Source: an optimization exercise on an open RTL-to-GDS flow (aim: small area). Production flows keep margins and buffers that such runs may drop. Only simulation tests tie the RTL to the original design; equivalence was not proved. No activity file was given, so power comes from the tool's default toggle rates.

==> flow/design.v (outline; a module is shown in full before it is edited, if it fits) <==
// module ldpc_cnu_top: 464 lines
// module cnu_aoi22: 10 lines
// module cnu_lt5: 13 lines
// module cnu_maj3: 9 lines
module ldpc_cnu_top
(
	input  logic         clk,
	input  logic         rst,
	input  logic         in_valid,
	input  logic [119:0] v2c,
	output logic         out_valid,
	output logic [119:0] c2v
);
  // ...
==> flow/flow/run.sh <==
#!/bin/bash
# Standard ORFS layout with four changes: logic cells are swapped for the
# smallest of their family after floorplan (timing repair later sizes up
# what it needs), ports get the smallest buffer, the clock tree uses
# clkbuf_8 in clusters of up to 18 sinks without dummy loads, and
# non-critical cells are downsized after global routing.
set -euo pipefail
V=(
	"BUFFER_PORTS_ARGS=-buffer_cell sky130_fd_sc_hd__buf_1"
	"CTS_ARGS=-sink_clustering_enable -repair_clock_nets -dont_use_dummy_load -sink_clustering_size 18 -sink_clustering_max_diameter 80 -buf_list {sky130_fd_sc_hd__clkbuf_8}"
	"RECOVER_POWER=100"
)
bash standard.sh "${V[@]}" synth > flow_synth.log 2>&1
bash standard.sh "${V[@]}" floorplan > flow_floorplan.log 2>&1
openroad -no_init -exit flow/downsize.tcl > flow_downsize.log 2>&1
bash standard.sh "${V[@]}" finish > flow_finish.log 2>&1
==> flow/flow/downsize.tcl <==
# Swap every logic cell for the smallest cell of its family; the later
# timing repair (CTS and global route stages) sizes up what timing needs.
set res orfs/results/sky130hd/ldpc_cnu_top/base
read_db $res/2_floorplan.odb
array set m {
  sky130_fd_sc_hd__a2111o_2 sky130_fd_sc_hd__a2111o_1
  sky130_fd_sc_hd__a2111o_4 sky130_fd_sc_hd__a2111o_1
  sky130_fd_sc_hd__a2111oi_1 sky130_fd_sc_hd__a2111oi_0
  sky130_fd_sc_hd__a2111oi_2 sky130_fd_sc_hd__a2111oi_0
  sky130_fd_sc_hd__a2111oi_4 sky130_fd_sc_hd__a2111oi_0
  sky130_fd_sc_hd__a211o_2 sky130_fd_sc_hd__a211o_1
  sky130_fd_sc_hd__a211o_4 sky130_fd_sc_hd__a211o_1
  sky130_fd_sc_hd__a211oi_2 sky130_fd_sc_hd__a211oi_1
  sky130_fd_sc_hd__a211oi_4 sky130_fd_sc_hd__a211oi_1
  sky130_fd_sc_hd__a21bo_4 sky130_fd_sc_hd__a21bo_1
  sky130_fd_sc_hd__a21boi_2 sky130_fd_sc_hd__a21boi_0
  sky130_fd_sc_hd__a21boi_4 sky130_fd_sc_hd__a21boi_0
  sky130_fd_sc_hd__a21o_2 sky130_fd_sc_hd__a21o_1
  sky130_fd_sc_hd__a21o_4 sky130_fd_sc_hd__a21o_1
  sky130_fd_sc_hd__a21oi_2 sky130_fd_sc_hd__a21oi_1
  sky130_fd_sc_hd__a21oi_4 sky130_fd_sc_hd__a21oi_1
  sky130_fd_sc_hd__a221o_2 sky130_fd_sc_hd__a221o_1
  sky130_fd_sc_hd__a221o_4 sky130_fd_sc_hd__a221o_1
  sky130_fd_sc_hd__a221oi_2 sky130_fd_sc_hd__a221oi_1
  sky130_fd_sc_hd__a221oi_4 sky130_fd_sc_hd__a221oi_1
  sky130_fd_sc_hd__a22o_2 sky130_fd_sc_hd__a22o_1
  sky130_fd_sc_hd__a22o_4 sky130_fd_sc_hd__a22o_1
  sky130_fd_sc_hd__a22oi_2 sky130_fd_sc_hd__a22oi_1
  sky130_fd_sc_hd__a22oi_4 sky130_fd_sc_hd__a22oi_1
  sky130_fd_sc_hd__a2bb2o_2 sky130_fd_sc_hd__a2bb2o_1
  sky130_fd_sc_hd__a2bb2o_4 sky130_fd_sc_hd__a2bb2o_1
  sky130_fd_sc_hd__a2bb2oi_2 sky130_fd_sc_hd__a2bb2oi_1
  sky130_fd_sc_hd__a2bb2oi_4 sky130_fd_sc_hd__a2bb2oi_1
  sky130_fd_sc_hd__a311o_2 sky130_fd_sc_hd__a311o_1
  sky130_fd_sc_hd__a311o_4 sky130_fd_sc_hd__a311o_1
  sky130_fd_sc_hd__a311oi_2 sky130_fd_sc_hd__a311oi_1
  sky130_fd_sc_hd__a311oi_4 sky130_fd_sc_hd__a311oi_1
  sky130_fd_sc_hd__a31o_4 sky130_fd_sc_hd__a31o_1
  sky130_fd_sc_hd__a31oi_2 sky130_fd_sc_hd__a31oi_1
  sky130_fd_sc_hd__a31oi_4 sky130_fd_sc_hd__a31oi_1
  sky130_fd_sc_hd__a32o_2 sky130_fd_sc_hd__a32o_1
  sky130_fd_sc_hd__a32o_4 sky130_fd_sc_hd__a32o_1
  sky130_fd_sc_hd__a32oi_2 sky130_fd_sc_hd__a32oi_1
  sky130_fd_sc_hd__a32oi_4 sky130_fd_sc_hd__a32oi_1
  sky130_fd_sc_hd__a41o_2 sky130_fd_sc_hd__a41o_1
  sky130_fd_sc_hd__a41o_4 sky130_fd_sc_hd__a41o_1
  sky130_fd_sc_hd__a41oi_2 sky130_fd_sc_hd__a41oi_1
  sky130_fd_sc_hd__a41oi_4 sky130_fd_sc_hd__a41oi_1
  sky130_fd_sc_hd__and2_2 sky130_fd_sc_hd__and2_0
  sky130_fd_sc_hd__and2_4 sky130_fd_sc_hd__and2_0
  sky130_fd_sc_hd__and2b_2 sky130_fd_sc_hd__and2b_1
  sky130_fd_sc_hd__and2b_4 sky130_fd_sc_hd__and2b_1
  sky130_fd_sc_hd__and3_2 sky130_fd_sc_hd__and3_1
  sky130_fd_sc_hd__and3_4 sky130_fd_sc_hd__and3_1
  sky130_fd_sc_hd__and3b_2 sky130_fd_sc_hd__and3b_1
  sky130_fd_sc_hd__and3b_4 sky130_fd_sc_hd__and3b_1
  sky130_fd_sc_hd__and4_2 sky130_fd_sc_hd__and4_1
  sky130_fd_sc_hd__and4_4 sky130_fd_sc_hd__and4_1
  sky130_fd_sc_hd__and4b_2 sky130_fd_sc_hd__and4b_1
  sky130_fd_sc_hd__and4b_4 sky130_fd_sc_hd__and4b_1
  sky130_fd_sc_hd__and4bb_4 sky130_fd_sc_hd__and4bb_1
  sky130_fd_sc_hd__bufbuf_16 sky130_fd_sc_hd__bufbuf_8
  sky130_fd_sc_hd__fa_2 sky130_fd_sc_hd__fa_1
  sky130_fd_sc_hd__fa_4 sky130_fd_sc_hd__fa_1
  sky130_fd_sc_hd__ha_2 sky130_fd_sc_hd__ha_1
  sky130_fd_sc_hd__ha_4 sky130_fd_sc_hd__ha_1
  sky130_fd_sc_hd__inv_12 sky130_fd_sc_hd__inv_1
  sky130_fd_sc_hd__inv_16 sky130_fd_sc_hd__inv_1
  sky130_fd_sc_hd__inv_4 sky130_fd_sc_hd__inv_1
  sky130_fd_sc_hd__inv_6 sky130_fd_sc_hd__inv_1
  sky130_fd_sc_hd__inv_8 sky130_fd_sc_hd__inv_1
  sky130_fd_sc_hd__maj3_2 sky130_fd_sc_hd__maj3_1
  sky130_fd_sc_hd__maj3_4 sky130_fd_sc_hd__maj3_1
  sky130_fd_sc_hd__mux2_4 sky130_fd_sc_hd__mux2_1
  sky130_fd_sc_hd__mux2_8 sky130_fd_sc_hd__mux2_1
  sky130_fd_sc_hd__mux2i_2 sky130_fd_sc_hd__mux2i_1
  sky130_fd_sc_hd__mux2i_4 sky130_fd_sc_hd__mux2i_1
  sky130_fd_sc_hd__mux4_1 sky130_fd_sc_hd__mux4_2
  sky130_fd_sc_hd__mux4_4 sky130_fd_sc_hd__mux4_2
  sky130_fd_sc_hd__nand2_2 sky130_fd_sc_hd__nand2_1
  sky130_fd_sc_hd__nand2_4 sky130_fd_sc_hd__nand2_1
  sky130_fd_sc_hd__nand2_8 sky130_fd_sc_hd__nand2_1
  sky130_fd_sc_hd__nand2b_2 sky130_fd_sc_hd__nand2b_1
  sky130_fd_sc_hd__nand2b_4 sky130_fd_sc_hd__nand2b_1
  sky130_fd_sc_hd__nand3_2 sky130_fd_sc_hd__nand3_1
  sky130_fd_sc_hd__nand3_4 sky130_fd_sc_hd__nand3_1
  sky130_fd_sc_hd__nand3b_2 sky130_fd_sc_hd__nand3b_1
  sky130_fd_sc_hd__nand3b_4 sky130_fd_sc_hd__nand3b_1
  sky130_fd_sc_hd__nand4_2 sky130_fd_sc_hd__nand4_1
  sky130_fd_sc_hd__nand4_4 sky130_fd_sc_hd__nand4_1
  sky130_fd_sc_hd__nand4b_2 sky130_fd_sc_hd__nand4b_1
  sky130_fd_sc_hd__nand4b_4 sky130_fd_sc_hd__nand4b_1
  sky130_fd_sc_hd__nand4bb_2 sky130_fd_sc_hd__nand4bb_1
  sky130_fd_sc_hd__nand4bb_4 sky130_fd_sc_hd__nand4bb_1
  sky130_fd_sc_hd__nor2_2 sky130_fd_sc_hd__nor2_1
  sky130_fd_sc_hd__nor2_4 sky130_fd_sc_hd__nor2_1
  sky130_fd_sc_hd__nor2_8 sky130_fd_sc_hd__nor2_1
  sky130_fd_sc_hd__nor2b_2 sky130_fd_sc_hd__nor2b_1
  sky130_fd_sc_hd__nor2b_4 sky130_fd_sc_hd__nor2b_1
  sky130_fd_sc_hd__nor3_2 sky130_fd_sc_hd__nor3_1
  sky130_fd_sc_hd__nor3_4 sky130_fd_sc_hd__nor3_1
  sky130_fd_sc_hd__nor3b_2 sky130_fd_sc_hd__nor3b_1
  sky130_fd_sc_hd__nor3b_4 sky130_fd_sc_hd__nor3b_1
  sky130_fd_sc_hd__nor4_2 sky130_fd_sc_hd__nor4_1
  sky130_fd_sc_hd__nor4_4 sky130_fd_sc_hd__nor4_1
  sky130_fd_sc_hd__nor4b_2 sky130_fd_sc_hd__nor4b_1
  sky130_fd_sc_hd__nor4b_4 sky130_fd_sc_hd__nor4b_1
  sky130_fd_sc_hd__nor4bb_2 sky130_fd_sc_hd__nor4bb_1
  sky130_fd_sc_hd__nor4bb_4 sky130_fd_sc_hd__nor4bb_1
  sky130_fd_sc_hd__o2111a_2 sky130_fd_sc_hd__o2111a_1
  sky130_fd_sc_hd__o2111a_4 sky130_fd_sc_hd__o2111a_1
  sky130_fd_sc_hd__o2111ai_2 sky130_fd_sc_hd__o2111ai_1
  sky130_fd_sc_hd__o2111ai_4 sky130_fd_sc_hd__o2111ai_1
  sky130_fd_sc_hd__o211a_4 sky130_fd_sc_hd__o211a_1
  sky130_fd_sc_hd__o211ai_2 sky130_fd_sc_hd__o211ai_1
  sky130_fd_sc_hd__o211ai_4 sky130_fd_sc_hd__o211ai_1
  sky130_fd_sc_hd__o21a_2 sky130_fd_sc_hd__o21a_1
  sky130_fd_sc_hd__o21a_4 sky130_fd_sc_hd__o21a_1
  sky130_fd_sc_hd__o21ai_2 sky130_fd_sc_hd__o21ai_0
  sky130_fd_sc_hd__o21ai_4 sky130_fd_sc_hd__o21ai_0
  sky130_fd_sc_hd__o21ba_4 sky130_fd_sc_hd__o21ba_1
  sky130_fd_sc_hd__o21bai_2 sky130_fd_sc_hd__o21bai_1
  sky130_fd_sc_hd__o21bai_4 sky130_fd_sc_hd__o21bai_1
  sky130_fd_sc_hd__o221a_4 sky130_fd_sc_hd__o221a_1
  sky130_fd_sc_hd__o221ai_2 sky130_fd_sc_hd__o221ai_1
  sky130_fd_sc_hd__o221ai_4 sky130_fd_sc_hd__o221ai_1
  sky130_fd_sc_hd__o22a_2 sky130_fd_sc_hd__o22a_1
  sky130_fd_sc_hd__o22a_4 sky130_fd_sc_hd__o22a_1
  sky130_fd_sc_hd__o22ai_2 sky130_fd_sc_hd__o22ai_1
  sky130_fd_sc_hd__o22ai_4 sky130_fd_sc_hd__o22ai_1
  sky130_fd_sc_hd__o2bb2a_2 sky130_fd_sc_hd__o2bb2a_1
  sky130_fd_sc_hd__o2bb2a_4 sky130_fd_sc_hd__o2bb2a_1
  sky130_fd_sc_hd__o2bb2ai_2 sky130_fd_sc_hd__o2bb2ai_1
  sky130_fd_sc_hd__o2bb2ai_4 sky130_fd_sc_hd__o2bb2ai_1
  sky130_fd_sc_hd__o311a_2 sky130_fd_sc_hd__o311a_1
  sky130_fd_sc_hd__o311a_4 sky130_fd_sc_hd__o311a_1
  sky130_fd_sc_hd__o311ai_2 sky130_fd_sc_hd__o311ai_0
  sky130_fd_sc_hd__o311ai_4 sky130_fd_sc_hd__o311ai_0
  sky130_fd_sc_hd__o31a_2 sky130_fd_sc_hd__o31a_1
  sky130_fd_sc_hd__o31a_4 sky130_fd_sc_hd__o31a_1
  sky130_fd_sc_hd__o31ai_2 sky130_fd_sc_hd__o31ai_1
  sky130_fd_sc_hd__o31ai_4 sky130_fd_sc_hd__o31ai_1
  sky130_fd_sc_hd__o32a_2 sky130_fd_sc_hd__o32a_1
  sky130_fd_sc_hd__o32a_4 sky130_fd_sc_hd__o32a_1
  sky130_fd_sc_hd__o32ai_2 sky130_fd_sc_hd__o32ai_1
  sky130_fd_sc_hd__o32ai_4 sky130_fd_sc_hd__o32ai_1
  sky130_fd_sc_hd__o41a_2 sky130_fd_sc_hd__o41a_1
  sky130_fd_sc_hd__o41a_4 sky130_fd_sc_hd__o41a_1
  sky130_fd_sc_hd__o41ai_2 sky130_fd_sc_hd__o41ai_1
  sky130_fd_sc_hd__o41ai_4 sky130_fd_sc_hd__o41ai_1
  sky130_fd_sc_hd__or2_4 sky130_fd_sc_hd__or2_0
  sky130_fd_sc_hd__or2b_2 sky130_fd_sc_hd__or2b_1
  sky130_fd_sc_hd__or2b_4 sky130_fd_sc_hd__or2b_1
  sky130_fd_sc_hd__or3_2 sky130_fd_sc_hd__or3_1
  sky130_fd_sc_hd__or3_4 sky130_fd_sc_hd__or3_1
  sky130_fd_sc_hd__or3b_4 sky130_fd_sc_hd__or3b_1
  sky130_fd_sc_hd__or4_2 sky130_fd_sc_hd__or4_1
  sky130_fd_sc_hd__or4_4 sky130_fd_sc_hd__or4_1
  sky130_fd_sc_hd__or4b_4 sky130_fd_sc_hd__or4b_1
  sky130_fd_sc_hd__or4bb_2 sky130_fd_sc_hd__or4bb_1
  sky130_fd_sc_hd__or4bb_4 sky130_fd_sc_hd__or4bb_1
  sky130_fd_sc_hd__xnor2_2 sky130_fd_sc_hd__xnor2_1
  sky130_fd_sc_hd__xnor2_4 sky130_fd_sc_hd__xnor2_1
  sky130_fd_sc_hd__xnor3_2 sky130_fd_sc_hd__xnor3_1
  sky130_fd_sc_hd__xnor3_4 sky130_fd_sc_hd__xnor3_1
  sky130_fd_sc_hd__xor2_2 sky130_fd_sc_hd__xor2_1
  sky130_fd_sc_hd__xor2_4 sky130_fd_sc_hd__xor2_1
  sky130_fd_sc_hd__xor3_2 sky130_fd_sc_hd__xor3_1
  sky130_fd_sc_hd__xor3_4 sky130_fd_sc_hd__xor3_1
}
set db [ord::get_db]
set n 0
foreach inst [[ord::get_db_block] getInsts] {
	set master [[$inst getMaster] getName]
	if {[info exists m($master)]} {
		$inst swapMaster [$db findMaster $m($master)]
		incr n
	}
}
puts "downsized $n instances"
write_db $res/2_floorplan.odb
==> flow/standard.sh <==
#!/bin/bash
# synth_recipe.tcl (not shown) runs the flow's synth.tcl, then flattens the netlist and writes it again
# the make line also repeats each setting of config.mk as NAME=value (left out here)
make -C /OpenROAD-flow-scripts/flow DESIGN_CONFIG=/design/flow/config.mk WORK_HOME=/design/flow/orfs CLKGATE_MAP_FILE= SYNTH_SCRIPT=/design/flow/synth_recipe.tcl "${@:-finish}"
==> flow/config.mk <==
export PLATFORM = sky130hd
export DESIGN_NAME = ldpc_cnu_top
export DESIGN_NICKNAME = ldpc_cnu_top
export VERILOG_FILES = /design/flow/design.v
export SDC_FILE = /design/flow/constraint.sdc
export NUM_CORES = 4
export LEC_CHECK = 0
export CAP_MARGIN = 20
export CORE_MARGIN = 2
export CORE_UTILIZATION = 60
export GPL_TIMING_DRIVEN = 0
export SLEW_MARGIN = 20
export SYNTH_HIERARCHICAL = 1
==> flow/constraint.sdc <==
create_clock -name core_clock -period 3.3 [get_ports {clk}]
set_input_delay 0.6600 -clock core_clock [delete_from_list [all_inputs] [get_ports {clk}]]
set_output_delay 0.6600 -clock core_clock [all_outputs]
set_load 0.01 [all_outputs]
==> flow_summary_export.csv, run 1 <==
group,metric,value,unit
clock_tree,cts_tree,"built",
floorplan,dieArea,22350,um^2
route,dr.max_layer_used,"met4",
sta,relSlewSlack,0.4292,
layout,fin_util,0.6549,
worst_setup_path,crit_path_frequent_cell,"maj3_1",
layout,non_clock_buffer_area_share,0.07866,
global_route,globalRouteOverflowTotal,0,
global_route,grt_pass1_vias,8612,
placed_design,place_congestion,0.9255,
status,status,"complete, no violations",
clock_tree,clk_path_buf_depth,3,
layout,n_all_inverters,130,
sta,finalHoldViolations,0,
sta,period_needed,3191,ps
logic_synthesis,syn_area,12700,um^2
clock_tree,cts_setup_buffers,4,
worst_setup_path,reg2reg_slack,110,ps
layout,seq_cells,302,
layout,sh_seq_area,0.4425,
sta,hold_slack,304.2,ps
layout,n_fill_cell,1817,
clock_tree,clkSinkCount,302,
floorplan,taps,275,
placed_design,portBuffers,243,
route,drc,0,
logic_synthesis,ys_types,37,
floorplan,boundaryPins,244,
power_and_ir_drop,powerClk,1.52,mW
worst_setup_path,crit_start,"r1_m1_4[0]",
logic_synthesis,yosysWarnings,17,
floorplan,fp.dieH,149.5,um
==> run 2: changes to the inputs <==
==> flow/design.v (replaced) <==
`timescale 1ns/1ns
`timescale 1ns/1ns
`timescale 1ns/1ns
`timescale 1ns/1ns
`timescale 1ns/1ns
module ldpc_cnu_top
(
	input  logic         clk,
	input  logic         rst,
	input  logic         in_valid,
	input  logic [119:0] v2c,
	output logic         out_valid,
	output logic [119:0] c2v
);
	logic [6:0] vld;
	always_ff @(posedge clk) begin
		if (rst) begin
			vld <= '0;
		end else begin
			vld <= {vld[5:0], in_valid};
		end
	end
	assign out_valid = vld[6];
	wire [19:0] sgn;
	wire        par;
	logic [19:0] s1_sgn;
	assign sgn[0] = v2c[5];
	assign sgn[1] = v2c[11];
	assign sgn[2] = v2c[17];
	assign sgn[3] = v2c[23];
	assign sgn[4] = v2c[29];
	assign sgn[5] = v2c[35];
	assign sgn[6] = v2c[41];
	assign sgn[7] = v2c[47];
	assign sgn[8] = v2c[53];
	assign sgn[9] = v2c[59];
	assign sgn[10] = v2c[65];
	assign sgn[11] = v2c[71];
	assign sgn[12] = v2c[77];
	assign sgn[13] = v2c[83];
	assign sgn[14] = v2c[89];
	assign sgn[15] = v2c[95];
	assign sgn[16] = v2c[101];
	assign sgn[17] = v2c[107];
	assign sgn[18] = v2c[113];
	assign sgn[19] = v2c[119];
	assign par = ^sgn;
	always_ff @(posedge clk) begin
		s1_sgn <= sgn ^ {20{par}};
	end
	wire [4:0] m0 = v2c[4:0];
	wire [4:0] m1 = v2c[10:6];
	wire [4:0] m2 = v2c[16:12];
	wire [4:0] m3 = v2c[22:18];
	wire [4:0] m4 = v2c[28:24];
	wire [4:0] m5 = v2c[34:30];
	wire [4:0] m6 = v2c[40:36];
	wire [4:0] m7 = v2c[46:42];
	wire [4:0] m8 = v2c[52:48];
	wire [4:0] m9 = v2c[58:54];
	wire [4:0] m10 = v2c[64:60];
	wire [4:0] m11 = v2c[70:66];
	wire [4:0] m12 = v2c[76:72];
	wire [4:0] m13 = v2c[82:78];
	wire [4:0] m14 = v2c[88:84];
	wire [4:0] m15 = v2c[94:90];
	wire [4:0] m16 = v2c[100:96];
	wire [4:0] m17 = v2c[106:102];
	wire [4:0] m18 = v2c[112:108];
	wire [4:0] m19 = v2c[118:114];
	wire g0_b0_1;
	cnu_lt5 u_g0_b0_1 (.an(m1_n), .b(m0), .y(g0_b0_1));
	wire g0_b0_2;
	cnu_lt5 u_g0_b0_2 (.an(m2_n), .b(m0), .y(g0_b0_2));
	wire g0_b0_3;
	cnu_lt5 u_g0_b0_3 (.an(m3_n), .b(m0), .y(g0_b0_3));
	wire g0_b1_2;
	cnu_lt5 u_g0_b1_2 (.an(m2_n), .b(m1), .y(g0_b1_2));
	wire g0_b1_3;
	cnu_lt5 u_g0_b1_3 (.an(m3_n), .b(m1), .y(g0_b1_3));
	wire g0_b2_3;
	cnu_lt5 u_g0_b2_3 (.an(m3_n), .b(m2), .y(g0_b2_3));
	wire g0_s0_0 = ~(g0_b0_1 | g0_b0_2 | g0_b0_3);
	wire g0_s1_0 = (g0_b0_1 | g0_b0_2 | g0_b0_3) & ~((g0_b0_1 & g0_b0_2) | (g0_b0_1 & g0_b0_3) | (g0_b0_2 & g0_b0_3));
	wire g0_s0_1 = ~(~g0_b0_1 | g0_b1_2 | g0_b1_3);
	wire g0_s1_1 = (~g0_b0_1 | g0_b1_2 | g0_b1_3) & ~((~g0_b0_1 & g0_b1_2) | (~g0_b0_1 & g0_b1_3) | (g0_b1_2 & g0_b1_3));
	wire g0_s0_2 = ~(~g0_b0_2 | ~g0_b1_2 | g0_b2_3);
	wire g0_s1_2 = (~g0_b0_2 | ~g0_b1_2 | g0_b2_3) & ~((~g0_b0_2 & ~g0_b1_2) | (~g0_b0_2 & g0_b2_3) | (~g0_b1_2 & g0_b2_3));
	wire g0_s0_3 = ~(~g0_b0_3 | ~g0_b1_3 | ~g0_b2_3);
	wire g0_s1_3 = (~g0_b0_3 | ~g0_b1_3 | ~g0_b2_3) & ~((~g0_b0_3 & ~g0_b1_3) | (~g0_b0_3 & ~g0_b2_3) | (~g0_b1_3 & ~g0_b2_3));
	wire [4:0] g0_m1 = (m0 | ~{5{g0_s0_0}}) & (m1 | ~{5{g0_s0_1}}) & (m2 | ~{5{g0_s0_2}}) & (m3 | ~{5{g0_s0_3}});
	wire [4:0] g0_m2 = (m0 | ~{5{g0_s1_0}}) & (m1 | ~{5{g0_s1_1}}) & (m2 | ~{5{g0_s1_2}}) & (m3 | ~{5{g0_s1_3}});
	wire [1:0] g0_ix = (2'd0 | ~{2{g0_s0_0}}) & (2'd1 | ~{2{g0_s0_1}}) & (2'd2 | ~{2{g0_s0_2}}) & (2'd3 | ~{2{g0_s0_3}});
	wire g1_b0_1;
	cnu_lt5 u_g1_b0_1 (.an(m5_n), .b(m4), .y(g1_b0_1));
	wire g1_b0_2;
	cnu_lt5 u_g1_b0_2 (.an(m6_n), .b(m4), .y(g1_b0_2));
	wire g1_b0_3;
	cnu_lt5 u_g1_b0_3 (.an(m7_n), .b(m4), .y(g1_b0_3));
	wire g1_b1_2;
	cnu_lt5 u_g1_b1_2 (.an(m6_n), .b(m5), .y(g1_b1_2));
	wire g1_b1_3;
	cnu_lt5 u_g1_b1_3 (.an(m7_n), .b(m5), .y(g1_b1_3));
	wire g1_b2_3;
	cnu_lt5 u_g1_b2_3 (.an(m7_n), .b(m6), .y(g1_b2_3));
	wire g1_s0_0 = ~(g1_b0_1 | g1_b0_2 | g1_b0_3);
	wire g1_s1_0 = (g1_b0_1 | g1_b0_2 | g1_b0_3) & ~((g1_b0_1 & g1_b0_2) | (g1_b0_1 & g1_b0_3) | (g1_b0_2 & g1_b0_3));
	wire g1_s0_1 = ~(~g1_b0_1 | g1_b1_2 | g1_b1_3);
	wire g1_s1_1 = (~g1_b0_1 | g1_b1_2 | g1_b1_3) & ~((~g1_b0_1 & g1_b1_2) | (~g1_b0_1 & g1_b1_3) | (g1_b1_2 & g1_b1_3));
	wire g1_s0_2 = ~(~g1_b0_2 | ~g1_b1_2 | g1_b2_3);
	wire g1_s1_2 = (~g1_b0_2 | ~g1_b1_2 | g1_b2_3) & ~((~g1_b0_2 & ~g1_b1_2) | (~g1_b0_2 & g1_b2_3) | (~g1_b1_2 & g1_b2_3));
	wire g1_s0_3 = ~(~g1_b0_3 | ~g1_b1_3 | ~g1_b2_3);
	wire g1_s1_3 = (~g1_b0_3 | ~g1_b1_3 | ~g1_b2_3) & ~((~g1_b0_3 & ~g1_b1_3) | (~g1_b0_3 & ~g1_b2_3) | (~g1_b1_3 & ~g1_b2_3));
	wire [4:0] g1_m1 = (m4 | ~{5{g1_s0_0}}) & (m5 | ~{5{g1_s0_1}}) & (m6 | ~{5{g1_s0_2}}) & (m7 | ~{5{g1_s0_3}});
	wire [4:0] g1_m2 = (m4 | ~{5{g1_s1_0}}) & (m5 | ~{5{g1_s1_1}}) & (m6 | ~{5{g1_s1_2}}) & (m7 | ~{5{g1_s1_3}});
	wire [1:0] g1_ix = (2'd0 | ~{2{g1_s0_0}}) & (2'd1 | ~{2{g1_s0_1}}) & (2'd2 | ~{2{g1_s0_2}}) & (2'd3 | ~{2{g1_s0_3}});
	wire g2_b0_1;
	cnu_lt5 u_g2_b0_1 (.an(m9_n), .b(m8), .y(g2_b0_1));
	wire g2_b0_2;
	cnu_lt5 u_g2_b0_2 (.an(m10_n), .b(m8), .y(g2_b0_2));
	wire g2_b0_3;
	cnu_lt5 u_g2_b0_3 (.an(m11_n), .b(m8), .y(g2_b0_3));
	wire g2_b1_2;
	cnu_lt5 u_g2_b1_2 (.an(m10_n), .b(m9), .y(g2_b1_2));
	wire g2_b1_3;
	cnu_lt5 u_g2_b1_3 (.an(m11_n), .b(m9), .y(g2_b1_3));
	wire g2_b2_3;
	cnu_lt5 u_g2_b2_3 (.an(m11_n), .b(m10), .y(g2_b2_3));
	wire g2_s0_0 = ~(g2_b0_1 | g2_b0_2 | g2_b0_3);
	wire g2_s1_0 = (g2_b0_1 | g2_b0_2 | g2_b0_3) & ~((g2_b0_1 & g2_b0_2) | (g2_b0_1 & g2_b0_3) | (g2_b0_2 & g2_b0_3));
	wire g2_s0_1 = ~(~g2_b0_1 | g2_b1_2 | g2_b1_3);
	wire g2_s1_1 = (~g2_b0_1 | g2_b1_2 | g2_b1_3) & ~((~g2_b0_1 & g2_b1_2) | (~g2_b0_1 & g2_b1_3) | (g2_b1_2 & g2_b1_3));
	wire g2_s0_2 = ~(~g2_b0_2 | ~g2_b1_2 | g2_b2_3);
	wire g2_s1_2 = (~g2_b0_2 | ~g2_b1_2 | g2_b2_3) & ~((~g2_b0_2 & ~g2_b1_2) | (~g2_b0_2 & g2_b2_3) | (~g2_b1_2 & g2_b2_3));
	wire g2_s0_3 = ~(~g2_b0_3 | ~g2_b1_3 | ~g2_b2_3);
	wire g2_s1_3 = (~g2_b0_3 | ~g2_b1_3 | ~g2_b2_3) & ~((~g2_b0_3 & ~g2_b1_3) | (~g2_b0_3 & ~g2_b2_3) | (~g2_b1_3 & ~g2_b2_3));
	wire [4:0] g2_m1 = (m8 | ~{5{g2_s0_0}}) & (m9 | ~{5{g2_s0_1}}) & (m10 | ~{5{g2_s0_2}}) & (m11 | ~{5{g2_s0_3}});
	wire [4:0] g2_m2 = (m8 | ~{5{g2_s1_0}}) & (m9 | ~{5{g2_s1_1}}) & (m10 | ~{5{g2_s1_2}}) & (m11 | ~{5{g2_s1_3}});
	wire [1:0] g2_ix = (2'd0 | ~{2{g2_s0_0}}) & (2'd1 | ~{2{g2_s0_1}}) & (2'd2 | ~{2{g2_s0_2}}) & (2'd3 | ~{2{g2_s0_3}});
	wire g3_b0_1;
	cnu_lt5 u_g3_b0_1 (.an(m13_n), .b(m12), .y(g3_b0_1));
	wire g3_b0_2;
	cnu_lt5 u_g3_b0_2 (.an(m14_n), .b(m12), .y(g3_b0_2));
	wire g3_b0_3;
	cnu_lt5 u_g3_b0_3 (.an(m15_n), .b(m12), .y(g3_b0_3));
	wire g3_b1_2;
	cnu_lt5 u_g3_b1_2 (.an(m14_n), .b(m13), .y(g3_b1_2));
	wire g3_b1_3;
	cnu_lt5 u_g3_b1_3 (.an(m15_n), .b(m13), .y(g3_b1_3));
	wire g3_b2_3;
	cnu_lt5 u_g3_b2_3 (.an(m15_n), .b(m14), .y(g3_b2_3));
	wire g3_s0_0 = ~(g3_b0_1 | g3_b0_2 | g3_b0_3);
	wire g3_s1_0 = (g3_b0_1 | g3_b0_2 | g3_b0_3) & ~((g3_b0_1 & g3_b0_2) | (g3_b0_1 & g3_b0_3) | (g3_b0_2 & g3_b0_3));
	wire g3_s0_1 = ~(~g3_b0_1 | g3_b1_2 | g3_b1_3);
	wire g3_s1_1 = (~g3_b0_1 | g3_b1_2 | g3_b1_3) & ~((~g3_b0_1 & g3_b1_2) | (~g3_b0_1 & g3_b1_3) | (g3_b1_2 & g3_b1_3));
	wire g3_s0_2 = ~(~g3_b0_2 | ~g3_b1_2 | g3_b2_3);
	wire g3_s1_2 = (~g3_b0_2 | ~g3_b1_2 | g3_b2_3) & ~((~g3_b0_2 & ~g3_b1_2) | (~g3_b0_2 & g3_b2_3) | (~g3_b1_2 & g3_b2_3));
	wire g3_s0_3 = ~(~g3_b0_3 | ~g3_b1_3 | ~g3_b2_3);
	wire g3_s1_3 = (~g3_b0_3 | ~g3_b1_3 | ~g3_b2_3) & ~((~g3_b0_3 & ~g3_b1_3) | (~g3_b0_3 & ~g3_b2_3) | (~g3_b1_3 & ~g3_b2_3));
	wire [4:0] g3_m1 = (m12 | ~{5{g3_s0_0}}) & (m13 | ~{5{g3_s0_1}}) & (m14 | ~{5{g3_s0_2}}) & (m15 | ~{5{g3_s0_3}});
	wire [4:0] g3_m2 = (m12 | ~{5{g3_s1_0}}) & (m13 | ~{5{g3_s1_1}}) & (m14 | ~{5{g3_s1_2}}) & (m15 | ~{5{g3_s1_3}});
	wire [1:0] g3_ix = (2'd0 | ~{2{g3_s0_0}}) & (2'd1 | ~{2{g3_s0_1}}) & (2'd2 | ~{2{g3_s0_2}}) & (2'd3 | ~{2{g3_s0_3}});
	wire g4_b0_1;
	cnu_lt5 u_g4_b0_1 (.an(m17_n), .b(m16), .y(g4_b0_1));
	wire g4_b0_2;
	cnu_lt5 u_g4_b0_2 (.an(m18_n), .b(m16), .y(g4_b0_2));
	wire g4_b0_3;
	cnu_lt5 u_g4_b0_3 (.an(m19_n), .b(m16), .y(g4_b0_3));
	wire g4_b1_2;
	cnu_lt5 u_g4_b1_2 (.an(m18_n), .b(m17), .y(g4_b1_2));
	wire g4_b1_3;
	cnu_lt5 u_g4_b1_3 (.an(m19_n), .b(m17), .y(g4_b1_3));
	wire g4_b2_3;
	cnu_lt5 u_g4_b2_3 (.an(m19_n), .b(m18), .y(g4_b2_3));
	wire g4_s0_0 = ~(g4_b0_1 | g4_b0_2 | g4_b0_3);
	wire g4_s1_0 = (g4_b0_1 | g4_b0_2 | g4_b0_3) & ~((g4_b0_1 & g4_b0_2) | (g4_b0_1 & g4_b0_3) | (g4_b0_2 & g4_b0_3));
	wire g4_s0_1 = ~(~g4_b0_1 | g4_b1_2 | g4_b1_3);
	wire g4_s1_1 = (~g4_b0_1 | g4_b1_2 | g4_b1_3) & ~((~g4_b0_1 & g4_b1_2) | (~g4_b0_1 & g4_b1_3) | (g4_b1_2 & g4_b1_3));
	wire g4_s0_2 = ~(~g4_b0_2 | ~g4_b1_2 | g4_b2_3);
	wire g4_s1_2 = (~g4_b0_2 | ~g4_b1_2 | g4_b2_3) & ~((~g4_b0_2 & ~g4_b1_2) | (~g4_b0_2 & g4_b2_3) | (~g4_b1_2 & g4_b2_3));
	wire g4_s0_3 = ~(~g4_b0_3 | ~g4_b1_3 | ~g4_b2_3);
	wire g4_s1_3 = (~g4_b0_3 | ~g4_b1_3 | ~g4_b2_3) & ~((~g4_b0_3 & ~g4_b1_3) | (~g4_b0_3 & ~g4_b2_3) | (~g4_b1_3 & ~g4_b2_3));
	wire [4:0] g4_m1 = (m16 | ~{5{g4_s0_0}}) & (m17 | ~{5{g4_s0_1}}) & (m18 | ~{5{g4_s0_2}}) & (m19 | ~{5{g4_s0_3}});
	wire [4:0] g4_m2 = (m16 | ~{5{g4_s1_0}}) & (m17 | ~{5{g4_s1_1}}) & (m18 | ~{5{g4_s1_2}}) & (m19 | ~{5{g4_s1_3}});
	wire [1:0] g4_ix = (2'd0 | ~{2{g4_s0_0}}) & (2'd1 | ~{2{g4_s0_1}}) & (2'd2 | ~{2{g4_s0_2}}) & (2'd3 | ~{2{g4_s0_3}});
	logic [4:0] r1_m1_0;
	logic [4:0] r1_m2_0;
	logic [1:0] r1_ix_0;
	logic [4:0] r1_m1_1;
	logic [4:0] r1_m2_1;
	logic [1:0] r1_ix_1;
	logic [4:0] r1_m1_2;
	logic [4:0] r1_m2_2;
	logic [1:0] r1_ix_2;
	logic [4:0] r1_m1_3;
	logic [4:0] r1_m2_3;
	logic [1:0] r1_ix_3;
	logic [4:0] r1_m1_4;
	logic [4:0] r1_m2_4;
	logic [1:0] r1_ix_4;
	always_ff @(posedge clk) begin
		r1_m1_0 <= g0_m1;
		r1_m2_0 <= g0_m2;
		r1_ix_0 <= g0_ix;
		r1_m1_1 <= g1_m1;
		r1_m2_1 <= g1_m2;
		r1_ix_1 <= g1_ix;
		r1_m1_2 <= g2_m1;
		r1_m2_2 <= g2_m2;
		r1_ix_2 <= g2_ix;
		r1_m1_3 <= g3_m1;
		r1_m2_3 <= g3_m2;
		r1_ix_3 <= g3_ix;
		r1_m1_4 <= g4_m1;
		r1_m2_4 <= g4_m2;
		r1_ix_4 <= g4_ix;
	end
	wire t_b0_1;
	cnu_lt5 u_t_b0_1 (.an(r1_m1_1_n), .b(r1_m1_0), .y(t_b0_1));
	wire t_b0_2;
	cnu_lt5 u_t_b0_2 (.an(r1_m1_2_n), .b(r1_m1_0), .y(t_b0_2));
	wire t_b0_3;
	cnu_lt5 u_t_b0_3 (.an(r1_m1_3_n), .b(r1_m1_0), .y(t_b0_3));
	wire t_b0_4;
	cnu_lt5 u_t_b0_4 (.an(r1_m1_4_n), .b(r1_m1_0), .y(t_b0_4));
	wire t_b1_2;
	cnu_lt5 u_t_b1_2 (.an(r1_m1_2_n), .b(r1_m1_1), .y(t_b1_2));
	wire t_b1_3;
	cnu_lt5 u_t_b1_3 (.an(r1_m1_3_n), .b(r1_m1_1), .y(t_b1_3));
	wire t_b1_4;
	cnu_lt5 u_t_b1_4 (.an(r1_m1_4_n), .b(r1_m1_1), .y(t_b1_4));
	wire t_b2_3;
	cnu_lt5 u_t_b2_3 (.an(r1_m1_3_n), .b(r1_m1_2), .y(t_b2_3));
	wire t_b2_4;
	cnu_lt5 u_t_b2_4 (.an(r1_m1_4_n), .b(r1_m1_2), .y(t_b2_4));
	wire t_b3_4;
	cnu_lt5 u_t_b3_4 (.an(r1_m1_4_n), .b(r1_m1_3), .y(t_b3_4));
	wire t_s0_0 = ~(t_b0_1 | t_b0_2 | t_b0_3 | t_b0_4);
	wire t_s1_0 = (t_b0_1 | t_b0_2 | t_b0_3 | t_b0_4) & ~((t_b0_1 & t_b0_2) | (t_b0_1 & t_b0_3) | (t_b0_1 & t_b0_4) | (t_b0_2 & t_b0_3) | (t_b0_2 & t_b0_4) | (t_b0_3 & t_b0_4));
	wire t_s0_1 = ~(~t_b0_1 | t_b1_2 | t_b1_3 | t_b1_4);
	wire t_s1_1 = (~t_b0_1 | t_b1_2 | t_b1_3 | t_b1_4) & ~((~t_b0_1 & t_b1_2) | (~t_b0_1 & t_b1_3) | (~t_b0_1 & t_b1_4) | (t_b1_2 & t_b1_3) | (t_b1_2 & t_b1_4) | (t_b1_3 & t_b1_4));
	wire t_s0_2 = ~(~t_b0_2 | ~t_b1_2 | t_b2_3 | t_b2_4);
	wire t_s1_2 = (~t_b0_2 | ~t_b1_2 | t_b2_3 | t_b2_4) & ~((~t_b0_2 & ~t_b1_2) | (~t_b0_2 & t_b2_3) | (~t_b0_2 & t_b2_4) | (~t_b1_2 & t_b2_3) | (~t_b1_2 & t_b2_4) | (t_b2_3 & t_b2_4));
	wire t_s0_3 = ~(~t_b0_3 | ~t_b1_3 | ~t_b2_3 | t_b3_4);
	wire t_s1_3 = (~t_b0_3 | ~t_b1_3 | ~t_b2_3 | t_b3_4) & ~((~t_b0_3 & ~t_b1_3) | (~t_b0_3 & ~t_b2_3) | (~t_b0_3 & t_b3_4) | (~t_b1_3 & ~t_b2_3) | (~t_b1_3 & t_b3_4) | (~t_b2_3 & t_b3_4));
	wire t_s0_4 = ~(~t_b0_4 | ~t_b1_4 | ~t_b2_4 | ~t_b3_4);
	wire t_s1_4 = (~t_b0_4 | ~t_b1_4 | ~t_b2_4 | ~t_b3_4) & ~((~t_b0_4 & ~t_b1_4) | (~t_b0_4 & ~t_b2_4) | (~t_b0_4 & ~t_b3_4) | (~t_b1_4 & ~t_b2_4) | (~t_b1_4 & ~t_b3_4) | (~t_b2_4 & ~t_b3_4));
	wire [4:0] t_m1 = (r1_m1_0 | ~{5{t_s0_0}}) & (r1_m1_1 | ~{5{t_s0_1}}) & (r1_m1_2 | ~{5{t_s0_2}}) & (r1_m1_3 | ~{5{t_s0_3}}) & (r1_m1_4 | ~{5{t_s0_4}});
	wire [4:0] t_wb = (r1_m2_0 | ~{5{t_s0_0}}) & (r1_m2_1 | ~{5{t_s0_1}}) & (r1_m2_2 | ~{5{t_s0_2}}) & (r1_m2_3 | ~{5{t_s0_3}}) & (r1_m2_4 | ~{5{t_s0_4}});
	wire [4:0] t_ra = (r1_m1_0 | ~{5{t_s1_0}}) & (r1_m1_1 | ~{5{t_s1_1}}) & (r1_m1_2 | ~{5{t_s1_2}}) & (r1_m1_3 | ~{5{t_s1_3}}) & (r1_m1_4 | ~{5{t_s1_4}});
	wire [1:0] t_lx = (r1_ix_0 | ~{2{t_s0_0}}) & (r1_ix_1 | ~{2{t_s0_1}}) & (r1_ix_2 | ~{2{t_s0_2}}) & (r1_ix_3 | ~{2{t_s0_3}}) & (r1_ix_4 | ~{2{t_s0_4}});
	wire [2:0] t_gx = (3'd0 | ~{3{t_s0_0}}) & (3'd1 | ~{3{t_s0_1}}) & (3'd2 | ~{3{t_s0_2}}) & (3'd3 | ~{3{t_s0_3}}) & (3'd4 | ~{3{t_s0_4}});
	logic [19:0] r2_sgn;
	logic [4:0]  r2_m1;
	logic [4:0]  r2_wb;
	logic [4:0]  r2_ra;
	logic [1:0]  r2_lx;
	logic [2:0]  r2_gx;
	always_ff @(posedge clk) begin
		r2_sgn <= s1_sgn;
		r2_m1 <= t_m1;
		r2_wb <= t_wb;
		r2_ra <= t_ra;
		r2_lx <= t_lx;
		r2_gx <= t_gx;
	end
	wire u_c;
	cnu_lt5 u_u_c (.an(r2_ra_n), .b(r2_wb), .y(u_c));
	wire [4:0] u_m2 = u_c ? r2_ra : r2_wb;
	logic [19:0] q_sgn [5];
	logic [4:0]  q_m1 [5];
	logic [4:0]  q_m2 [5];
	logic [1:0]  q_lx [5];
	logic [2:0]  q_gx [5];
	always_ff @(posedge clk) begin
		q_sgn[0] <= r2_sgn;
		q_m1[0] <= ~r2_m1;
		q_m2[0] <= ~u_m2;
		q_lx[0] <= r2_lx;
		q_gx[0] <= r2_gx;
		for (int k = 1; k < 5; k++) begin
			q_sgn[k] <= q_sgn[k-1];
			q_m1[k] <= q_m1[k-1];
			q_m2[k] <= q_m2[k-1];
			q_lx[k] <= q_lx[k-1];
			q_gx[k] <= q_gx[k-1];
		end
	end
	assign c2v[5] = q_sgn[4][0];
	wire o_s0 = (q_gx[4] == 3'd0) & (q_lx[4] == 2'd0);
	wire o_n0 = ~o_s0;
	cnu_oai22 u_o0_0 (.a1(o_n0), .a2(q_m2[4][0]), .b1(o_s0), .b2(q_m1[4][0]), .y(c2v[0]));
	cnu_oai22 u_o0_1 (.a1(o_n0), .a2(q_m2[4][1]), .b1(o_s0), .b2(q_m1[4][1]), .y(c2v[1]));
	cnu_oai22 u_o0_2 (.a1(o_n0), .a2(q_m2[4][2]), .b1(o_s0), .b2(q_m1[4][2]), .y(c2v[2]));
	cnu_oai22 u_o0_3 (.a1(o_n0), .a2(q_m2[4][3]), .b1(o_s0), .b2(q_m1[4][3]), .y(c2v[3]));
	cnu_oai22 u_o0_4 (.a1(o_n0), .a2(q_m2[4][4]), .b1(o_s0), .b2(q_m1[4][4]), .y(c2v[4]));
	assign c2v[11] = q_sgn[4][1];
	wire o_s1 = (q_gx[4] == 3'd0) & (q_lx[4] == 2'd1);
	wire o_n1 = ~o_s1;
	cnu_oai22 u_o1_0 (.a1(o_n1), .a2(q_m2[4][0]), .b1(o_s1), .b2(q_m1[4][0]), .y(c2v[6]));
	cnu_oai22 u_o1_1 (.a1(o_n1), .a2(q_m2[4][1]), .b1(o_s1), .b2(q_m1[4][1]), .y(c2v[7]));
	cnu_oai22 u_o1_2 (.a1(o_n1), .a2(q_m2[4][2]), .b1(o_s1), .b2(q_m1[4][2]), .y(c2v[8]));
	cnu_oai22 u_o1_3 (.a1(o_n1), .a2(q_m2[4][3]), .b1(o_s1), .b2(q_m1[4][3]), .y(c2v[9]));
	cnu_oai22 u_o1_4 (.a1(o_n1), .a2(q_m2[4][4]), .b1(o_s1), .b2(q_m1[4][4]), .y(c2v[10]));
	assign c2v[17] = q_sgn[4][2];
	wire o_s2 = (q_gx[4] == 3'd0) & (q_lx[4] == 2'd2);
	wire o_n2 = ~o_s2;
	cnu_oai22 u_o2_0 (.a1(o_n2), .a2(q_m2[4][0]), .b1(o_s2), .b2(q_m1[4][0]), .y(c2v[12]));
	cnu_oai22 u_o2_1 (.a1(o_n2), .a2(q_m2[4][1]), .b1(o_s2), .b2(q_m1[4][1]), .y(c2v[13]));
	cnu_oai22 u_o2_2 (.a1(o_n2), .a2(q_m2[4][2]), .b1(o_s2), .b2(q_m1[4][2]), .y(c2v[14]));
	cnu_oai22 u_o2_3 (.a1(o_n2), .a2(q_m2[4][3]), .b1(o_s2), .b2(q_m1[4][3]), .y(c2v[15]));
	cnu_oai22 u_o2_4 (.a1(o_n2), .a2(q_m2[4][4]), .b1(o_s2), .b2(q_m1[4][4]), .y(c2v[16]));
	assign c2v[23] = q_sgn[4][3];
	wire o_s3 = (q_gx[4] == 3'd0) & (q_lx[4] == 2'd3);
	wire o_n3 = ~o_s3;
	cnu_oai22 u_o3_0 (.a1(o_n3), .a2(q_m2[4][0]), .b1(o_s3), .b2(q_m1[4][0]), .y(c2v[18]));
	cnu_oai22 u_o3_1 (.a1(o_n3), .a2(q_m2[4][1]), .b1(o_s3), .b2(q_m1[4][1]), .y(c2v[19]));
	cnu_oai22 u_o3_2 (.a1(o_n3), .a2(q_m2[4][2]), .b1(o_s3), .b2(q_m1[4][2]), .y(c2v[20]));
	cnu_oai22 u_o3_3 (.a1(o_n3), .a2(q_m2[4][3]), .b1(o_s3), .b2(q_m1[4][3]), .y(c2v[21]));
	cnu_oai22 u_o3_4 (.a1(o_n3), .a2(q_m2[4][4]), .b1(o_s3), .b2(q_m1[4][4]), .y(c2v[22]));
	assign c2v[29] = q_sgn[4][4];
	wire o_s4 = (q_gx[4] == 3'd1) & (q_lx[4] == 2'd0);
	wire o_n4 = ~o_s4;
	cnu_oai22 u_o4_0 (.a1(o_n4), .a2(q_m2[4][0]), .b1(o_s4), .b2(q_m1[4][0]), .y(c2v[24]));
	cnu_oai22 u_o4_1 (.a1(o_n4), .a2(q_m2[4][1]), .b1(o_s4), .b2(q_m1[4][1]), .y(c2v[25]));
	cnu_oai22 u_o4_2 (.a1(o_n4), .a2(q_m2[4][2]), .b1(o_s4), .b2(q_m1[4][2]), .y(c2v[26]));
	cnu_oai22 u_o4_3 (.a1(o_n4), .a2(q_m2[4][3]), .b1(o_s4), .b2(q_m1[4][3]), .y(c2v[27]));
	cnu_oai22 u_o4_4 (.a1(o_n4), .a2(q_m2[4][4]), .b1(o_s4), .b2(q_m1[4][4]), .y(c2v[28]));
	assign c2v[35] = q_sgn[4][5];
	wire o_s5 = (q_gx[4] == 3'd1) & (q_lx[4] == 2'd1);
	wire o_n5 = ~o_s5;
	cnu_oai22 u_o5_0 (.a1(o_n5), .a2(q_m2[4][0]), .b1(o_s5), .b2(q_m1[4][0]), .y(c2v[30]));
	cnu_oai22 u_o5_1 (.a1(o_n5), .a2(q_m2[4][1]), .b1(o_s5), .b2(q_m1[4][1]), .y(c2v[31]));
	cnu_oai22 u_o5_2 (.a1(o_n5), .a2(q_m2[4][2]), .b1(o_s5), .b2(q_m1[4][2]), .y(c2v[32]));
	cnu_oai22 u_o5_3 (.a1(o_n5), .a2(q_m2[4][3]), .b1(o_s5), .b2(q_m1[4][3]), .y(c2v[33]));
	cnu_oai22 u_o5_4 (.a1(o_n5), .a2(q_m2[4][4]), .b1(o_s5), .b2(q_m1[4][4]), .y(c2v[34]));
	assign c2v[41] = q_sgn[4][6];
	wire o_s6 = (q_gx[4] == 3'd1) & (q_lx[4] == 2'd2);
	wire o_n6 = ~o_s6;
	cnu_oai22 u_o6_0 (.a1(o_n6), .a2(q_m2[4][0]), .b1(o_s6), .b2(q_m1[4][0]), .y(c2v[36]));
	cnu_oai22 u_o6_1 (.a1(o_n6), .a2(q_m2[4][1]), .b1(o_s6), .b2(q_m1[4][1]), .y(c2v[37]));
	cnu_oai22 u_o6_2 (.a1(o_n6), .a2(q_m2[4][2]), .b1(o_s6), .b2(q_m1[4][2]), .y(c2v[38]));
	cnu_oai22 u_o6_3 (.a1(o_n6), .a2(q_m2[4][3]), .b1(o_s6), .b2(q_m1[4][3]), .y(c2v[39]));
	cnu_oai22 u_o6_4 (.a1(o_n6), .a2(q_m2[4][4]), .b1(o_s6), .b2(q_m1[4][4]), .y(c2v[40]));
	assign c2v[47] = q_sgn[4][7];
	wire o_s7 = (q_gx[4] == 3'd1) & (q_lx[4] == 2'd3);
	wire o_n7 = ~o_s7;
	cnu_oai22 u_o7_0 (.a1(o_n7), .a2(q_m2[4][0]), .b1(o_s7), .b2(q_m1[4][0]), .y(c2v[42]));
	cnu_oai22 u_o7_1 (.a1(o_n7), .a2(q_m2[4][1]), .b1(o_s7), .b2(q_m1[4][1]), .y(c2v[43]));
	cnu_oai22 u_o7_2 (.a1(o_n7), .a2(q_m2[4][2]), .b1(o_s7), .b2(q_m1[4][2]), .y(c2v[44]));
	cnu_oai22 u_o7_3 (.a1(o_n7), .a2(q_m2[4][3]), .b1(o_s7), .b2(q_m1[4][3]), .y(c2v[45]));
	cnu_oai22 u_o7_4 (.a1(o_n7), .a2(q_m2[4][4]), .b1(o_s7), .b2(q_m1[4][4]), .y(c2v[46]));
	assign c2v[53] = q_sgn[4][8];
	wire o_s8 = (q_gx[4] == 3'd2) & (q_lx[4] == 2'd0);
	wire o_n8 = ~o_s8;
	cnu_oai22 u_o8_0 (.a1(o_n8), .a2(q_m2[4][0]), .b1(o_s8), .b2(q_m1[4][0]), .y(c2v[48]));
	cnu_oai22 u_o8_1 (.a1(o_n8), .a2(q_m2[4][1]), .b1(o_s8), .b2(q_m1[4][1]), .y(c2v[49]));
	cnu_oai22 u_o8_2 (.a1(o_n8), .a2(q_m2[4][2]), .b1(o_s8), .b2(q_m1[4][2]), .y(c2v[50]));
	cnu_oai22 u_o8_3 (.a1(o_n8), .a2(q_m2[4][3]), .b1(o_s8), .b2(q_m1[4][3]), .y(c2v[51]));
	cnu_oai22 u_o8_4 (.a1(o_n8), .a2(q_m2[4][4]), .b1(o_s8), .b2(q_m1[4][4]), .y(c2v[52]));
	assign c2v[59] = q_sgn[4][9];
	wire o_s9 = (q_gx[4] == 3'd2) & (q_lx[4] == 2'd1);
	wire o_n9 = ~o_s9;
	cnu_oai22 u_o9_0 (.a1(o_n9), .a2(q_m2[4][0]), .b1(o_s9), .b2(q_m1[4][0]), .y(c2v[54]));
	cnu_oai22 u_o9_1 (.a1(o_n9), .a2(q_m2[4][1]), .b1(o_s9), .b2(q_m1[4][1]), .y(c2v[55]));
	cnu_oai22 u_o9_2 (.a1(o_n9), .a2(q_m2[4][2]), .b1(o_s9), .b2(q_m1[4][2]), .y(c2v[56]));
	cnu_oai22 u_o9_3 (.a1(o_n9), .a2(q_m2[4][3]), .b1(o_s9), .b2(q_m1[4][3]), .y(c2v[57]));
	cnu_oai22 u_o9_4 (.a1(o_n9), .a2(q_m2[4][4]), .b1(o_s9), .b2(q_m1[4][4]), .y(c2v[58]));
	assign c2v[65] = q_sgn[4][10];
	wire o_s10 = (q_gx[4] == 3'd2) & (q_lx[4] == 2'd2);
	wire o_n10 = ~o_s10;
	cnu_oai22 u_o10_0 (.a1(o_n10), .a2(q_m2[4][0]), .b1(o_s10), .b2(q_m1[4][0]), .y(c2v[60]));
	cnu_oai22 u_o10_1 (.a1(o_n10), .a2(q_m2[4][1]), .b1(o_s10), .b2(q_m1[4][1]), .y(c2v[61]));
	cnu_oai22 u_o10_2 (.a1(o_n10), .a2(q_m2[4][2]), .b1(o_s10), .b2(q_m1[4][2]), .y(c2v[62]));
	cnu_oai22 u_o10_3 (.a1(o_n10), .a2(q_m2[4][3]), .b1(o_s10), .b2(q_m1[4][3]), .y(c2v[63]));
	cnu_oai22 u_o10_4 (.a1(o_n10), .a2(q_m2[4][4]), .b1(o_s10), .b2(q_m1[4][4]), .y(c2v[64]));
	assign c2v[71] = q_sgn[4][11];
	wire o_s11 = (q_gx[4] == 3'd2) & (q_lx[4] == 2'd3);
	wire o_n11 = ~o_s11;
	cnu_oai22 u_o11_0 (.a1(o_n11), .a2(q_m2[4][0]), .b1(o_s11), .b2(q_m1[4][0]), .y(c2v[66]));
	cnu_oai22 u_o11_1 (.a1(o_n11), .a2(q_m2[4][1]), .b1(o_s11), .b2(q_m1[4][1]), .y(c2v[67]));
	cnu_oai22 u_o11_2 (.a1(o_n11), .a2(q_m2[4][2]), .b1(o_s11), .b2(q_m1[4][2]), .y(c2v[68]));
	cnu_oai22 u_o11_3 (.a1(o_n11), .a2(q_m2[4][3]), .b1(o_s11), .b2(q_m1[4][3]), .y(c2v[69]));
	cnu_oai22 u_o11_4 (.a1(o_n11), .a2(q_m2[4][4]), .b1(o_s11), .b2(q_m1[4][4]), .y(c2v[70]));
	assign c2v[77] = q_sgn[4][12];
	wire o_s12 = (q_gx[4] == 3'd3) & (q_lx[4] == 2'd0);
	wire o_n12 = ~o_s12;
	cnu_oai22 u_o12_0 (.a1(o_n12), .a2(q_m2[4][0]), .b1(o_s12), .b2(q_m1[4][0]), .y(c2v[72]));
	cnu_oai22 u_o12_1 (.a1(o_n12), .a2(q_m2[4][1]), .b1(o_s12), .b2(q_m1[4][1]), .y(c2v[73]));
	cnu_oai22 u_o12_2 (.a1(o_n12), .a2(q_m2[4][2]), .b1(o_s12), .b2(q_m1[4][2]), .y(c2v[74]));
	cnu_oai22 u_o12_3 (.a1(o_n12), .a2(q_m2[4][3]), .b1(o_s12), .b2(q_m1[4][3]), .y(c2v[75]));
	cnu_oai22 u_o12_4 (.a1(o_n12), .a2(q_m2[4][4]), .b1(o_s12), .b2(q_m1[4][4]), .y(c2v[76]));
	assign c2v[83] = q_sgn[4][13];
	wire o_s13 = (q_gx[4] == 3'd3) & (q_lx[4] == 2'd1);
	wire o_n13 = ~o_s13;
	cnu_oai22 u_o13_0 (.a1(o_n13), .a2(q_m2[4][0]), .b1(o_s13), .b2(q_m1[4][0]), .y(c2v[78]));
	cnu_oai22 u_o13_1 (.a1(o_n13), .a2(q_m2[4][1]), .b1(o_s13), .b2(q_m1[4][1]), .y(c2v[79]));
	cnu_oai22 u_o13_2 (.a1(o_n13), .a2(q_m2[4][2]), .b1(o_s13), .b2(q_m1[4][2]), .y(c2v[80]));
	cnu_oai22 u_o13_3 (.a1(o_n13), .a2(q_m2[4][3]), .b1(o_s13), .b2(q_m1[4][3]), .y(c2v[81]));
	cnu_oai22 u_o13_4 (.a1(o_n13), .a2(q_m2[4][4]), .b1(o_s13), .b2(q_m1[4][4]), .y(c2v[82]));
	assign c2v[89] = q_sgn[4][14];
	wire o_s14 = (q_gx[4] == 3'd3) & (q_lx[4] == 2'd2);
	wire o_n14 = ~o_s14;
	cnu_oai22 u_o14_0 (.a1(o_n14), .a2(q_m2[4][0]), .b1(o_s14), .b2(q_m1[4][0]), .y(c2v[84]));
	cnu_oai22 u_o14_1 (.a1(o_n14), .a2(q_m2[4][1]), .b1(o_s14), .b2(q_m1[4][1]), .y(c2v[85]));
	cnu_oai22 u_o14_2 (.a1(o_n14), .a2(q_m2[4][2]), .b1(o_s14), .b2(q_m1[4][2]), .y(c2v[86]));
	cnu_oai22 u_o14_3 (.a1(o_n14), .a2(q_m2[4][3]), .b1(o_s14), .b2(q_m1[4][3]), .y(c2v[87]));
	cnu_oai22 u_o14_4 (.a1(o_n14), .a2(q_m2[4][4]), .b1(o_s14), .b2(q_m1[4][4]), .y(c2v[88]));
	assign c2v[95] = q_sgn[4][15];
	wire o_s15 = (q_gx[4] == 3'd3) & (q_lx[4] == 2'd3);
	wire o_n15 = ~o_s15;
	cnu_oai22 u_o15_0 (.a1(o_n15), .a2(q_m2[4][0]), .b1(o_s15), .b2(q_m1[4][0]), .y(c2v[90]));
	cnu_oai22 u_o15_1 (.a1(o_n15), .a2(q_m2[4][1]), .b1(o_s15), .b2(q_m1[4][1]), .y(c2v[91]));
	cnu_oai22 u_o15_2 (.a1(o_n15), .a2(q_m2[4][2]), .b1(o_s15), .b2(q_m1[4][2]), .y(c2v[92]));
	cnu_oai22 u_o15_3 (.a1(o_n15), .a2(q_m2[4][3]), .b1(o_s15), .b2(q_m1[4][3]), .y(c2v[93]));
	cnu_oai22 u_o15_4 (.a1(o_n15), .a2(q_m2[4][4]), .b1(o_s15), .b2(q_m1[4][4]), .y(c2v[94]));
	assign c2v[101] = q_sgn[4][16];
	wire o_s16 = (q_gx[4] == 3'd4) & (q_lx[4] == 2'd0);
	wire o_n16 = ~o_s16;
	cnu_oai22 u_o16_0 (.a1(o_n16), .a2(q_m2[4][0]), .b1(o_s16), .b2(q_m1[4][0]), .y(c2v[96]));
	cnu_oai22 u_o16_1 (.a1(o_n16), .a2(q_m2[4][1]), .b1(o_s16), .b2(q_m1[4][1]), .y(c2v[97]));
	cnu_oai22 u_o16_2 (.a1(o_n16), .a2(q_m2[4][2]), .b1(o_s16), .b2(q_m1[4][2]), .y(c2v[98]));
	cnu_oai22 u_o16_3 (.a1(o_n16), .a2(q_m2[4][3]), .b1(o_s16), .b2(q_m1[4][3]), .y(c2v[99]));
	cnu_oai22 u_o16_4 (.a1(o_n16), .a2(q_m2[4][4]), .b1(o_s16), .b2(q_m1[4][4]), .y(c2v[100]));
	assign c2v[107] = q_sgn[4][17];
	wire o_s17 = (q_gx[4] == 3'd4) & (q_lx[4] == 2'd1);
	wire o_n17 = ~o_s17;
	cnu_oai22 u_o17_0 (.a1(o_n17), .a2(q_m2[4][0]), .b1(o_s17), .b2(q_m1[4][0]), .y(c2v[102]));
	cnu_oai22 u_o17_1 (.a1(o_n17), .a2(q_m2[4][1]), .b1(o_s17), .b2(q_m1[4][1]), .y(c2v[103]));
	cnu_oai22 u_o17_2 (.a1(o_n17), .a2(q_m2[4][2]), .b1(o_s17), .b2(q_m1[4][2]), .y(c2v[104]));
	cnu_oai22 u_o17_3 (.a1(o_n17), .a2(q_m2[4][3]), .b1(o_s17), .b2(q_m1[4][3]), .y(c2v[105]));
	cnu_oai22 u_o17_4 (.a1(o_n17), .a2(q_m2[4][4]), .b1(o_s17), .b2(q_m1[4][4]), .y(c2v[106]));
	assign c2v[113] = q_sgn[4][18];
	wire o_s18 = (q_gx[4] == 3'd4) & (q_lx[4] == 2'd2);
	wire o_n18 = ~o_s18;
	cnu_oai22 u_o18_0 (.a1(o_n18), .a2(q_m2[4][0]), .b1(o_s18), .b2(q_m1[4][0]), .y(c2v[108]));
	cnu_oai22 u_o18_1 (.a1(o_n18), .a2(q_m2[4][1]), .b1(o_s18), .b2(q_m1[4][1]), .y(c2v[109]));
	cnu_oai22 u_o18_2 (.a1(o_n18), .a2(q_m2[4][2]), .b1(o_s18), .b2(q_m1[4][2]), .y(c2v[110]));
	cnu_oai22 u_o18_3 (.a1(o_n18), .a2(q_m2[4][3]), .b1(o_s18), .b2(q_m1[4][3]), .y(c2v[111]));
	cnu_oai22 u_o18_4 (.a1(o_n18), .a2(q_m2[4][4]), .b1(o_s18), .b2(q_m1[4][4]), .y(c2v[112]));
	assign c2v[119] = q_sgn[4][19];
	wire o_s19 = (q_gx[4] == 3'd4) & (q_lx[4] == 2'd3);
	wire o_n19 = ~o_s19;
	cnu_oai22 u_o19_0 (.a1(o_n19), .a2(q_m2[4][0]), .b1(o_s19), .b2(q_m1[4][0]), .y(c2v[114]));
	cnu_oai22 u_o19_1 (.a1(o_n19), .a2(q_m2[4][1]), .b1(o_s19), .b2(q_m1[4][1]), .y(c2v[115]));
	cnu_oai22 u_o19_2 (.a1(o_n19), .a2(q_m2[4][2]), .b1(o_s19), .b2(q_m1[4][2]), .y(c2v[116]));
	cnu_oai22 u_o19_3 (.a1(o_n19), .a2(q_m2[4][3]), .b1(o_s19), .b2(q_m1[4][3]), .y(c2v[117]));
	cnu_oai22 u_o19_4 (.a1(o_n19), .a2(q_m2[4][4]), .b1(o_s19), .b2(q_m1[4][4]), .y(c2v[118]));
	wire [4:0] m1_n = ~m1;
	wire [4:0] m2_n = ~m2;
	wire [4:0] m3_n = ~m3;
	wire [4:0] m5_n = ~m5;
	wire [4:0] m6_n = ~m6;
	wire [4:0] m7_n = ~m7;
	wire [4:0] m9_n = ~m9;
	wire [4:0] m10_n = ~m10;
	wire [4:0] m11_n = ~m11;
	wire [4:0] m13_n = ~m13;
	wire [4:0] m14_n = ~m14;
	wire [4:0] m15_n = ~m15;
	wire [4:0] m17_n = ~m17;
	wire [4:0] m18_n = ~m18;
	wire [4:0] m19_n = ~m19;
	wire [4:0] r1_m1_1_n = ~r1_m1_1;
	wire [4:0] r1_m1_2_n = ~r1_m1_2;
	wire [4:0] r1_m1_3_n = ~r1_m1_3;
	wire [4:0] r1_m1_4_n = ~r1_m1_4;
	wire [4:0] r2_ra_n = ~r2_ra;
endmodule
module cnu_oai22
(
	input  logic a1,
	input  logic a2,
	input  logic b1,
	input  logic b2,
	output logic y
);
	assign y = ~((a1 | a2) & (b1 | b2));
endmodule
module cnu_lt5
(
	input  logic [4:0] an,
	input  logic [4:0] b,
	output logic       y
);
	logic [4:0] c;
	assign c[0] = an[0] & b[0];
	for (genvar k = 1; k < 5; k++) begin : g_bit
		cnu_maj3 u_maj (.a(an[k]), .b(b[k]), .c(c[k-1]), .y(c[k]));
	end
	assign y = c[4];
endmodule
module cnu_maj3
(
	input  logic a,
	input  logic b,
	input  logic c,
	output logic y
);
	assign y = (a & b) | (a & c) | (b & c);
endmodule
--- a/flow/config.mk
+++ b/flow/config.mk
@@ -9,3 +9,3 @@
 export CORE_MARGIN = 2
-export CORE_UTILIZATION = 60
+export CORE_UTILIZATION = 72
 export GPL_TIMING_DRIVEN = 0
==> run 2 against run 1 <==
Net effect: still clean; die area down 20%; global-route usage up 9.4 points; register-to-register slack worse by 40 ps; first-iteration DRC count up 75%; clock skew down 19 ps; synthesized cell count up 4.1%; via count up 7.0%; clock power about the same; wire length up 10%; utilization up 16 points; flip-flop and latch count unchanged; total power up 1.7%; largest power group unchanged.
==> flow_summary_export.csv, run 2 <==
group,metric,value,unit
layout,n_fill_cell,1015,
layout,nets,1596,
layout,fin_util,0.8159,
floorplan,fp.dieW,133.3,um
route,ant_nets,0,
placed_design,place_congestion,0.9527,
sta,period_needed,3227,ps
floorplan,dieArea,17780,um^2
logic_synthesis,yosysWarnings,17,
clock_tree,clk_path_buf_depth,3,
worst_setup_path,critical_path_arrival,3610,ps
sta,skew,26.89,ps
placed_design,portBuffers,243,
sta,period_share,0.9780,
sta,hold_slack,323.1,ps
layout,layout_commonest_cell,"dfxtp_1",
worst_setup_path,critical_path_class,"flop to flop",
floorplan,fp.dieH,133.3,um
worst_setup_path,end_kind,"flop",
sta,finalHoldViolations,0,
layout,final_cell_mix,"dfxtp_1 (298), buf_1 (241), o22ai_1 (217)",
layout,fin_area,13430,um^2
clock_tree,clkSinkCount,302,
route,wire_per_inst,17.14,um
worst_setup_path,crit_path_frequent_cell,"maj3_1",
global_route,globalRouteOverflowTotal,0,
logic_synthesis,syn_inst,1210,
floorplan,fp-row-count,47,
status,status,"complete, no violations",
sta,rsz0062_at_grt,"yes",
worst_setup_path,critPathMaxStageDelay,500,ps
logic_synthesis,yosys.area.top_type,"dfxtp_1",
sta,max_freq,0.3099,GHz
worst_setup_path,cp_cell_sequence,"inv_1, and2_1, maj3_1, maj3_1, maj3_1, maj3_1, nor2_1, nand2_2, clkbuf_2, o22ai_1, nor3_1",
global_route,grt_pass1_vias,9542,
route,drc,0,
layout,regMostFlops,"q_sgn",
logic_synthesis,syn_area,12050,um^2
sta,drv_slew,0,
layout,area_growth,11.53,%
route,firstDrtPassIters,7,
clock_tree,cts_tree,"built",
logic_synthesis,ys_types,36,
layout,diodes,0,
logic_synthesis,synth.area.top_cells,"dfxtp_1 (50%), maj3_2 (15%), o22ai_1 (12%), inv_1 (4.0%), xnor2_1 (3.0%)",
route,vias_per_cell,5.983,
placed_design,place_area,13000,um^2
floorplan,boundaryPins,244,
sta,relSlewSlack,0.4351,
run 2: cell type report:
cell class / count / area [um^2] / share of cell area
Inverter: 129 / 484.2 / 0.03604
Multi-Input combinational cell: 751 / 5289 / 0.3937
Timing Repair Buffer: 247 / 942.2 / 0.07013
Sequential cell: 302 / 6056 / 0.4508
Buffer: 22 / 112.6 / 0.008382
Clock buffer: 20 / 275.3 / 0.02049
Tap cell: 220 / 275.3 / 0.02049
run 2: timing repair:
item | in CTS | in global routing
endpoints found under the setup margin | 20 | 35
hold buffers | 0 | 0
buffers inserted | 1 | 3
gates resized for setup | 33 | 26
pin swaps | 3 | 7
hold endpoints to repair | 0 | 0
run 2: cell families after synthesis:
logic type,synth area share
buf+inv,0.05027
compound gates,0.1413
simple gates,0.09868
fa+ha+maj,0.1533
mux,0.004986
xor+xnor,0.04955
flops,0.5019
run 2: per-stage QoR:
step / setup slack [ps] / std cells
global route: -25.76 / 1691
detailed placement: -459.5 / 1673
CTS: 3.027 / 1690
global placement: -374.0 / 1673
finish: 72.69 / 1691
floorplan: 328.2 / 1210
run 2: worst reg2reg max path: cells and delay by family (launching register included):
| family | cells | cell delay (ps) |
|---|---|---|
| adders and majority gates | 4 | 1610 |
| and+or+nand+nor | 4 | 620 |
| DFF | 1 | 360 |
| AOI/OAI and AO/OA | 1 | 240 |
| buffers and inverters | 2 | 310 |
run 2: path summary, 6_finish.rpt:
check	from	to	slack (ps)	depth (start not counted)
hold reg to reg	q_gx[2][0]	q_gx[3][0]	320	0
setup / recovery	r1_m1_4[0]	r2_wb[4]	70	11
hold / removal	q_gx[2][0]	q_gx[3][0]	320	0
setup reg to reg	r1_m1_4[0]	r2_wb[4]	70	11
run 2: layer usage:
layer / share of wire / global-route usage
met1: 0.37 / 0.3598
met2: 0.51 / 0.5876
met3: 0.073 / 0.04795
met4: 0.045 / 0.1407
met5: 0 / 0
run 2: power by group:
group	leakage, nW	internal, mW	switching (mW)
registers	2.53	5.13	0.777
clock network	0.144	0.549	0.978
logic	2.60	1.30	1.88
total	5.27	6.98	3.64
run 2: per-module statistics from Yosys, one instance, submodules excluded:
module        times used  area [um^2]  flops+latches  cells
cnu_maj3             164        11.26              0      1
ldpc_cnu_top           1         9316            302    905
cnu_oai22            100        6.256              0      1
cnu_lt5               41        6.256              0      1

Re-timed with assumed drivers on the ports (clkbuf_16 on the clock, buf_2 on other inputs), run 2 has 0.073 ns of setup slack against 0.073 ns with ideal ports, and -0.399 ns once port delays also move by the mid clock arrival of 0.534 ns.
